This design comes from an exercise in tuning for a short achievable clock period and few clock cycles on the open sky130 flow, not from production work. RTL that was checked went through simulation tests only; none was proved equivalent to the original.

==> build 41: inputs <==
==> flow/design.v <==
package y86_pkg;
    typedef logic [63:0] word_t;
    typedef logic [3:0]  reg_id_t;
    typedef enum logic [2:0] {
        s_bub = 3'h0,
        s_aok = 3'h1,
        s_hlt = 3'h2,
        s_adr = 3'h3,
        s_ins = 3'h4
    } stat_t;
    typedef struct packed {
        reg_id_t dst_e;
        word_t   val_e;
        reg_id_t dst_m;
        word_t   val_m;
    } reg_write_t;
endpackage
module y86_pipeline (
    input  logic                clock,
    input  logic                reset,
    output y86_pkg::word_t      imem_addr,
    input  logic [79:0]         imem_bytes,
    output y86_pkg::reg_write_t reg_write,
    output y86_pkg::stat_t      stat
);
    localparam logic [3:0] RNONE = 4'hf;
    logic [63:0] pc_out;         
    logic [63:0] pc_p1;          
    logic [63:0] rf [15];        
    logic [63:0] dmem [64];      
    logic        cc_zf;          
    logic        cc_lt;
    logic        x_op;           
    logic        x_sub;
    logic        x_and;
    logic        x_xor;
    logic        x_rr;           
    logic        x_mr;           
    logic        x_rm;           
    logic [3:0]  x_ifun;
    logic [3:0]  x_dst;          
    logic [63:0] x_a;            
    logic [63:0] x_aa;           
    logic [63:0] x_b;            
    logic [63:0] x_sd;           
    logic [3:0]  o_dst_e;
    logic [63:0] o_val_e;
    logic [3:0]  o_dst_m;
    logic [63:0] o_val_m;
    logic [2:0]  o_stat;
    assign imem_addr       = pc_out;
    assign reg_write.dst_e = o_dst_e;
    assign reg_write.val_e = o_val_e;
    assign reg_write.dst_m = o_dst_m;
    assign reg_write.val_m = o_val_m;
    assign stat            = y86_pkg::stat_t'(o_stat);
    function automatic logic cond(input logic [3:0] fn, input logic zf, input logic lt);
        case (fn)
            4'd0:    cond = 1'b1;
            4'd1:    cond = lt | zf;
            4'd2:    cond = lt;
            4'd3:    cond = zf;
            4'd4:    cond = !zf;
            4'd5:    cond = !lt;
            4'd6:    cond = !lt && !zf;
            default: cond = 1'b0;
        endcase
    endfunction
    logic [65:0] x_sum;          
    logic [63:0] x_res;
    logic        x_zf;
    logic        x_lt;
    logic [63:0] x_zero_ok;
    logic        x_adr;
    logic [63:0] x_ld;
    logic        x_cnd;
    logic [3:0]  x_wdst;         
    logic [63:0] x_wval;
    assign x_sum = {1'b0, x_b, 1'b1} + {1'b0, x_aa, x_sub};
    always_comb begin
        if (x_and)      x_res = x_b & x_a;
        else if (x_xor) x_res = x_b ^ x_a;
        else            x_res = x_sum[64:1];
    end
    assign x_zero_ok[0] = (x_b[0] ^ x_aa[0]) == x_sub;
    for (genvar i = 1; i < 64; i++) begin : g_zf
        assign x_zero_ok[i] = (x_b[i] ^ x_aa[i]) == (x_b[i-1] | x_aa[i-1]);
    end
    always_comb begin
        if (x_and) begin
            x_zf = (x_b & x_a) == 64'h0;
            x_lt = x_b[63] & x_a[63];
        end else if (x_xor) begin
            x_zf = x_b == x_a;
            x_lt = x_b[63] ^ x_a[63];
        end else begin
            x_zf = &x_zero_ok;
            x_lt = x_b[63] ^ x_aa[63] ^ x_sum[65];
        end
    end
    logic [8:0]  x_lo;
    logic [5:0]  x_idx;
    assign x_lo  = x_a[8:0] + x_b[8:0];
    assign x_idx = x_lo[8:3];
    assign x_adr = (x_mr || x_rm) && (x_sum[64:10] != 55'h0);
    assign x_ld  = dmem[x_idx];
    assign x_cnd  = cond(x_ifun, cc_zf, cc_lt);
    assign x_wdst = (x_rr && !x_cnd) ? RNONE : x_dst;
    assign x_wval = x_mr ? x_ld : x_res;
    logic [3:0]  f_icode;
    logic [3:0]  f_ifun;
    logic [3:0]  f_ra;
    logic [3:0]  f_rb;
    logic        f_halt, f_rr, f_ir, f_rm, f_mr, f_op, f_j, f_bad;
    logic        f_usea;         
    logic        f_useb;         
    logic        f_bypa;         
    logic        f_bypb;
    logic [63:0] f_valc;
    logic [63:0] f_opa;          
    logic [63:0] f_opb;          
    logic [63:0] f_vala;         
    logic        f_zf;
    logic        f_lt;
    logic        f_taken;
    assign f_icode = imem_bytes[7:4];
    assign f_ifun  = imem_bytes[3:0];
    assign f_ra    = imem_bytes[15:12];
    assign f_rb    = imem_bytes[11:8];
    assign f_valc  = imem_bytes[79:16];
    assign f_halt = f_icode == 4'h0;
    assign f_rr   = f_icode == 4'h2;
    assign f_ir   = f_icode == 4'h3;
    assign f_rm   = f_icode == 4'h4;
    assign f_mr   = f_icode == 4'h5;
    assign f_op   = f_icode == 4'h6;
    assign f_j    = f_icode == 4'h7;
    assign f_bad  = f_icode[3];
    assign f_usea = f_rr || f_op;
    assign f_useb = f_op || f_rm || f_mr;
    assign f_bypa = f_ra != RNONE && f_ra == x_wdst;
    assign f_bypb = f_rb != RNONE && f_rb == x_wdst;
    logic [63:0] f_rfa;
    logic [63:0] f_rfb;
    always_comb begin
        f_rfa   = 64'h0;
        f_rfb   = 64'h0;
        for (int i = 0; i < 15; i++) begin
            if (f_ra == 4'(i)) f_rfa = f_rfa | rf[i];
            if (f_rb == 4'(i)) f_rfb = f_rfb | rf[i];
        end
    end
    always_comb begin
        f_vala = f_bypa ? x_wval : f_rfa;
        f_opa  = !f_usea ? f_valc : f_vala;
        f_opb  = !f_useb ? 64'h0 : f_bypb ? x_wval : f_rfb;
    end
    assign f_zf    = x_op ? x_zf : cc_zf;
    assign f_lt    = x_op ? x_lt : cc_lt;
    assign f_taken = f_j && cond(f_ifun, f_zf, f_lt);
    logic [63:0] pc_p2;
    logic [63:0] pc_p3;
    logic [63:0] pc_p9;
    logic [63:0] pc_p10;
    logic [63:0] pc_p11;
    logic [63:0] f_seq;
    logic [63:0] f_seq_p1;
    logic [63:0] f_dest;
    logic [63:0] f_dest_p1;
    assign pc_p2  = pc_p1 + 64'd1;
    assign pc_p3  = pc_p1 + 64'd2;
    assign pc_p9  = pc_p1 + 64'd8;
    assign pc_p10 = pc_p1 + 64'd9;
    assign pc_p11 = pc_p1 + 64'd10;
    always_comb begin
        if (f_rr || f_op) begin
            f_seq = pc_p2;  f_seq_p1 = pc_p3;
        end else if (f_ir || f_rm || f_mr) begin
            f_seq = pc_p10; f_seq_p1 = pc_p11;
        end else if (f_j) begin
            f_seq = pc_p9;  f_seq_p1 = pc_p10;
        end else begin
            f_seq = pc_p1;  f_seq_p1 = pc_p2;
        end
    end
    assign f_dest    = imem_bytes[71:8];
    assign f_dest_p1 = f_dest + 64'd1;
    always_ff @(posedge clock) begin
        if (reset) begin
            pc_out <= 64'h0;
            pc_p1  <= 64'd1;
            cc_zf  <= 1'b1;
            cc_lt  <= 1'b0;
            x_op   <= 1'b0;
            x_sub  <= 1'b0;
            x_and  <= 1'b0;
            x_xor  <= 1'b0;
            x_rr   <= 1'b0;
            x_mr   <= 1'b0;
            x_rm   <= 1'b0;
            x_ifun <= 4'h0;
            x_dst  <= RNONE;
        end else begin
            pc_out <= f_taken ? f_dest : f_seq;
            pc_p1  <= f_taken ? f_dest_p1 : f_seq_p1;
            if (x_op) begin
                cc_zf <= x_zf;
                cc_lt <= x_lt;
            end
            x_op   <= f_op;
            x_sub  <= f_op && f_ifun == 4'h1;
            x_and  <= f_op && f_ifun == 4'h2;
            x_xor  <= f_op && f_ifun == 4'h3;
            x_rr   <= f_rr;
            x_mr   <= f_mr;
            x_rm   <= f_rm;
            x_ifun <= f_ifun;
            x_dst  <= (f_rr || f_ir || f_op) ? f_rb : (f_mr ? f_ra : RNONE);
        end
    end
    always_ff @(posedge clock) begin
        x_a   <= f_opa;
        x_aa  <= (f_op && f_ifun == 4'h1) ? ~f_opa : f_opa;
        x_b   <= f_opb;
        x_sd  <= f_vala;
    end
    always_ff @(posedge clock) begin
        if (reset) begin
            for (int i = 0; i < 15; i++) rf[i] <= 64'h0;
        end else if (x_wdst != RNONE) begin
            rf[x_wdst] <= x_wval;
        end
    end
    always_ff @(posedge clock) begin
        if (x_rm) dmem[x_idx] <= x_sd;
    end
    always_ff @(posedge clock) begin
        if (reset) begin
            o_stat  <= 3'd1;
            o_dst_e <= RNONE;
            o_dst_m <= RNONE;
        end else if (o_stat != 3'd1) begin
            o_dst_e <= RNONE;
            o_dst_m <= RNONE;
        end else begin
            o_dst_e <= x_mr ? RNONE : x_wdst;
            o_dst_m <= (x_mr && !x_adr) ? x_dst : RNONE;
            if (x_adr)       o_stat <= 3'd3;
            else if (f_bad)  o_stat <= 3'd4;
            else if (f_halt) o_stat <= 3'd2;
        end
    end
    always_ff @(posedge clock) begin
        o_val_e <= x_res;
        o_val_m <= x_ld;
    end
endmodule
==> flow/run.sh <==
#!/bin/bash
# synth_recipe.tcl (not shown) runs the flow's synth.tcl, then flattens the netlist and writes it again
# the make line also repeats each setting of config.mk as NAME=value (left out here)
make -C /OpenROAD-flow-scripts/flow DESIGN_CONFIG=/design/flow/config.mk WORK_HOME=/design/flow/orfs CLKGATE_MAP_FILE= SYNTH_SCRIPT=/design/flow/synth_recipe.tcl finish
==> flow/config.mk <==
export PLATFORM = sky130hd
export DESIGN_NAME = y86_pipeline
export DESIGN_NICKNAME = y86_pipeline
export VERILOG_FILES = /design/flow/design.v
export SDC_FILE = /design/flow/constraint.sdc
export NUM_CORES = 8
export LEC_CHECK = 0
export CAP_MARGIN = 20
export CORE_MARGIN = 2
export CORE_UTILIZATION = 40
export PLACE_DENSITY = 0.6
export SETUP_SLACK_MARGIN = 5
export SLEW_MARGIN = 20
export TNS_END_PERCENT = 0
==> flow/constraint.sdc <==
create_clock -name core_clock -period 9.0 [get_ports {clock}]
set_input_delay 1.8000 -clock core_clock [delete_from_list [all_inputs] [get_ports {clock}]]
set_output_delay 1.8000 -clock core_clock [all_outputs]
set_load 0.01 [all_outputs]
==> trial 63: changes against build 41 <==
TNS_END_PERCENT = default   (was 0)
==> build 77: changes against build 41 <==
==> flow/design.v, changed modules only <==
module y86_pipeline (
    input  logic                clock,
    input  logic                reset,
    output y86_pkg::word_t      imem_addr,
    input  logic [79:0]         imem_bytes,
    output y86_pkg::reg_write_t reg_write,
    output y86_pkg::stat_t      stat
);
    localparam logic [3:0] RNONE = 4'hf;
    logic [63:0] pc;             
    logic [63:0] pc_out;         
    logic [63:0] rf [15];        
    logic [63:0] dmem [64];      
    logic        cc_zf;          
    logic        cc_lt;
    logic        x_op;           
    logic        x_sub;
    logic        x_and;
    logic        x_xor;
    logic        x_rr;           
    logic        x_mr;           
    logic        x_rm;           
    logic [3:0]  x_ifun;
    logic [3:0]  x_dst;          
    logic [63:0] x_a;
    logic [63:0] x_b;
    logic [63:0] x_sd;           
    logic [3:0]  o_dst_e;
    logic [63:0] o_val_e;
    logic [3:0]  o_dst_m;
    logic [63:0] o_val_m;
    logic [2:0]  o_stat;
    assign imem_addr       = pc_out;
    assign reg_write.dst_e = o_dst_e;
    assign reg_write.val_e = o_val_e;
    assign reg_write.dst_m = o_dst_m;
    assign reg_write.val_m = o_val_m;
    assign stat            = y86_pkg::stat_t'(o_stat);
    function automatic logic cond(input logic [3:0] fn, input logic zf, input logic lt);
        case (fn)
            4'd0:    cond = 1'b1;
            4'd1:    cond = lt | zf;
            4'd2:    cond = lt;
            4'd3:    cond = zf;
            4'd4:    cond = !zf;
            4'd5:    cond = !lt;
            4'd6:    cond = !lt && !zf;
            default: cond = 1'b0;
        endcase
    endfunction
    logic [63:0] xa_add;         
    logic [64:0] x_sum;
    logic [63:0] x_res;
    logic        x_zf;
    logic        x_lt;
    logic [63:0] x_zero_ok;
    logic [5:0]  x_idx;
    logic        x_adr;
    logic [63:0] x_ld;
    logic        x_cnd;
    logic [3:0]  x_wdst;         
    logic [63:0] x_wval;
    assign xa_add = x_sub ? ~x_a : x_a;
    assign x_sum  = {1'b0, x_b} + {1'b0, xa_add} + {64'h0, x_sub};
    always_comb begin
        if (x_and)      x_res = x_b & x_a;
        else if (x_xor) x_res = x_b ^ x_a;
        else            x_res = x_sum[63:0];
    end
    assign x_zero_ok[0] = (x_b[0] ^ xa_add[0]) == x_sub;
    for (genvar i = 1; i < 64; i++) begin : g_zf
        assign x_zero_ok[i] = (x_b[i] ^ xa_add[i]) == (x_b[i-1] | xa_add[i-1]);
    end
    always_comb begin
        if (x_and) begin
            x_zf = (x_b & x_a) == 64'h0;
            x_lt = x_b[63] & x_a[63];
        end else if (x_xor) begin
            x_zf = x_b == x_a;
            x_lt = x_b[63] ^ x_a[63];
        end else begin
            x_zf = &x_zero_ok;
            x_lt = x_b[63] ^ xa_add[63] ^ x_sum[64];
        end
    end
    logic [8:0] x_lo_sum;
    assign x_lo_sum = x_b[8:0] + x_a[8:0];
    assign x_idx    = x_lo_sum[8:3];
    assign x_adr    = (x_mr || x_rm) && (x_sum[63:9] != 55'h0);
    assign x_ld     = dmem[x_idx];
    assign x_cnd  = cond(x_ifun, cc_zf, cc_lt);
    assign x_wdst = (x_rr && !x_cnd) ? RNONE : x_dst;
    assign x_wval = x_mr ? x_ld : x_res;
    logic [3:0]  f_icode;
    logic [3:0]  f_ifun;
    logic [3:0]  f_ra;
    logic [3:0]  f_rb;
    logic        f_halt, f_nop, f_rr, f_ir, f_rm, f_mr, f_op, f_j, f_bad;
    logic [3:0]  f_srca;
    logic [3:0]  f_srcb;
    logic [63:0] f_vala;
    logic [63:0] f_valb;
    logic [63:0] f_valc;
    logic        f_zf;
    logic        f_lt;
    logic        f_taken;
    logic [63:0] f_seq;
    logic [63:0] f_next;
    assign f_icode = imem_bytes[7:4];
    assign f_ifun  = imem_bytes[3:0];
    assign f_ra    = imem_bytes[15:12];
    assign f_rb    = imem_bytes[11:8];
    assign f_valc  = imem_bytes[79:16];
    assign f_halt = f_icode == 4'h0;
    assign f_nop  = f_icode == 4'h1;
    assign f_rr   = f_icode == 4'h2;
    assign f_ir   = f_icode == 4'h3;
    assign f_rm   = f_icode == 4'h4;
    assign f_mr   = f_icode == 4'h5;
    assign f_op   = f_icode == 4'h6;
    assign f_j    = f_icode == 4'h7;
    assign f_bad  = f_icode[3];
    assign f_srca = (f_rr || f_rm || f_op) ? f_ra : RNONE;
    assign f_srcb = (f_op || f_rm || f_mr) ? f_rb : RNONE;
    always_comb begin
        if (f_srca == RNONE)       f_vala = 64'h0;
        else if (f_srca == x_wdst) f_vala = x_wval;
        else                       f_vala = rf[f_srca];
        if (f_srcb == RNONE)       f_valb = 64'h0;
        else if (f_srcb == x_wdst) f_valb = x_wval;
        else                       f_valb = rf[f_srcb];
    end
    assign f_zf    = x_op ? x_zf : cc_zf;
    assign f_lt    = x_op ? x_lt : cc_lt;
    assign f_taken = f_j && cond(f_ifun, f_zf, f_lt);
    always_comb begin
        if (f_rr || f_op)              f_seq = pc + 64'd2;
        else if (f_ir || f_rm || f_mr) f_seq = pc + 64'd10;
        else if (f_j)                  f_seq = pc + 64'd9;
        else                           f_seq = pc + 64'd1;
    end
    assign f_next = f_taken ? imem_bytes[71:8] : f_seq;
    always_ff @(posedge clock) begin
        if (reset) begin
            pc     <= 64'h0;
            pc_out <= 64'h0;
            cc_zf  <= 1'b1;
            cc_lt  <= 1'b0;
            x_op   <= 1'b0;
            x_sub  <= 1'b0;
            x_and  <= 1'b0;
            x_xor  <= 1'b0;
            x_rr   <= 1'b0;
            x_mr   <= 1'b0;
            x_rm   <= 1'b0;
            x_ifun <= 4'h0;
            x_dst  <= RNONE;
        end else begin
            pc     <= f_next;
            pc_out <= f_next;
            if (x_op) begin
                cc_zf <= x_zf;
                cc_lt <= x_lt;
            end
            x_op   <= f_op;
            x_sub  <= f_op && f_ifun == 4'h1;
            x_and  <= f_op && f_ifun == 4'h2;
            x_xor  <= f_op && f_ifun == 4'h3;
            x_rr   <= f_rr;
            x_mr   <= f_mr;
            x_rm   <= f_rm;
            x_ifun <= f_ifun;
            x_dst  <= (f_rr || f_ir || f_op) ? f_rb : (f_mr ? f_ra : RNONE);
        end
    end
    always_ff @(posedge clock) begin
        x_a  <= (f_rr || f_op) ? f_vala : f_valc;
        x_b  <= (f_op || f_rm || f_mr) ? f_valb : 64'h0;
        x_sd <= f_vala;
    end
    always_ff @(posedge clock) begin
        if (reset) begin
            for (int i = 0; i < 15; i++) rf[i] <= 64'h0;
        end else if (x_wdst != RNONE) begin
            rf[x_wdst] <= x_wval;
        end
    end
    always_ff @(posedge clock) begin
        if (x_rm) dmem[x_idx] <= x_sd;
    end
    always_ff @(posedge clock) begin
        if (reset) begin
            o_stat  <= 3'd1;
            o_dst_e <= RNONE;
            o_dst_m <= RNONE;
        end else if (o_stat != 3'd1) begin
            o_dst_e <= RNONE;
            o_dst_m <= RNONE;
        end else begin
            o_dst_e <= x_mr ? RNONE : x_wdst;
            o_dst_m <= (x_mr && !x_adr) ? x_dst : RNONE;
            if (x_adr)      o_stat <= 3'd3;
            else if (f_bad)  o_stat <= 3'd4;
            else if (f_halt) o_stat <= 3'd2;
        end
    end
    always_ff @(posedge clock) begin
        o_val_e <= x_res;
        o_val_m <= x_ld;
    end
endmodule
CORE_UTILIZATION = 30   (was 40)
PLACE_DENSITY = 0.5   (was 0.6)
SETUP_SLACK_MARGIN = default   (was 5)
TNS_END_PERCENT = default   (was 0)
==> impl_metrics.env <==
export IMPL_outcome="timing/DRC/antenna clean"
export IMPL_hold_worst_slack_ns=0.561
export IMPL_gr_usage_met2=0.499
export IMPL_synthesis_instances=15500
export IMPL_worstPathMaxFanout=35
export IMPL_hold_start="o_stat[2]$_SDFFE_PP0P_"
export IMPL_required_ns=9.93
export IMPL_multi_input_cells=8510
export IMPL_irDropWorstVdd_mv=0.222
export IMPL_sh_seq_area=0.611
export IMPL_r2r_start="x_b[2]$_SDFF_PN0_"
export IMPL_cts_resized=870
export IMPL_whs_path_depth=2
export IMPL_post_cts_setup_buffer_count=316
export IMPL_dp_worst_setup_slack_ns=2.27
Source of the figures above: build 41

==> impl_metrics.env <==
export IMPL_outcome="timing/DRC/antenna clean"
export IMPL_whs_path_depth=1
export IMPL_post_cts_setup_buffer_count=0
export IMPL_synthesis_instances=17100
export IMPL_irDropWorstVdd_mv=0.245
export IMPL_r2r_start="x_sub$_SDFF_PP0_"
export IMPL_sh_seq_area=0.608
export IMPL_cts_resized=0
export IMPL_gr_usage_met2=0.388
export IMPL_multi_input_cells=10000
export IMPL_dp_worst_setup_slack_ns=1.93
export IMPL_worstPathMaxFanout=44
Source of the figures above: build 77

==> impl_metrics.env <==
export IMPL_outcome="finished with violations"
export IMPL_check_faults="max-capacitance violations, max-slew violations"
export IMPL_whs_path_depth=1
export IMPL_hold_worst_slack_ns=0.578
export IMPL_max_cap_viol_count=2
export IMPL_cts_resized=2448
export IMPL_number_of_pins_exceeding_their_max_slew_limit_in_the_final_report=37
export IMPL_irDropWorstVdd_mv=0.242
export IMPL_r2r_start="x_b[1]$_SDFF_PN0_"
Source of the figures above: trial 63

Testbench counts of build 41, summed over its fixed seeds: cycles 41,216.
Testbench counts of trial 63, summed over its fixed seeds: cycles 41,216.
Function not checked in build 77: the RTL went through the layout flow alone.

## re-timing with driven ports
No port has a modelled driver above. Below, the same layouts with a new extraction and two added sets of constraints. Step 1, drivers: a clkbuf_16 drives clock and a buf_2 each remaining input, both assumed. Step 2, shift: input delay + t, output delay - t, t = (earliest + latest rising clock arrival at the registers) / 2. This alone moves slack from input paths to output paths. Three values: ideal ports, drivers, drivers and shift; two values: the first two.
run | shift t [ns] | setup WS [ns] | worst setup path at the end | slew at the worst register clock pin (ns)
build 41 | 1.240 | 4.201 / 4.294 / 3.054 | input to register | 0.07 / 0.07
trial 63 | 1.266 | 4.001 / 4.001 / 2.942 | input to register | 0.07 / 0.07
build 77 | 1.284 | 1.671 / 1.671 / 1.671 | register to register | 0.07 / 0.07
The setup slack of build 41, which loses most, moves by +0.093 ns with the drivers and by -1.147 ns with both steps.
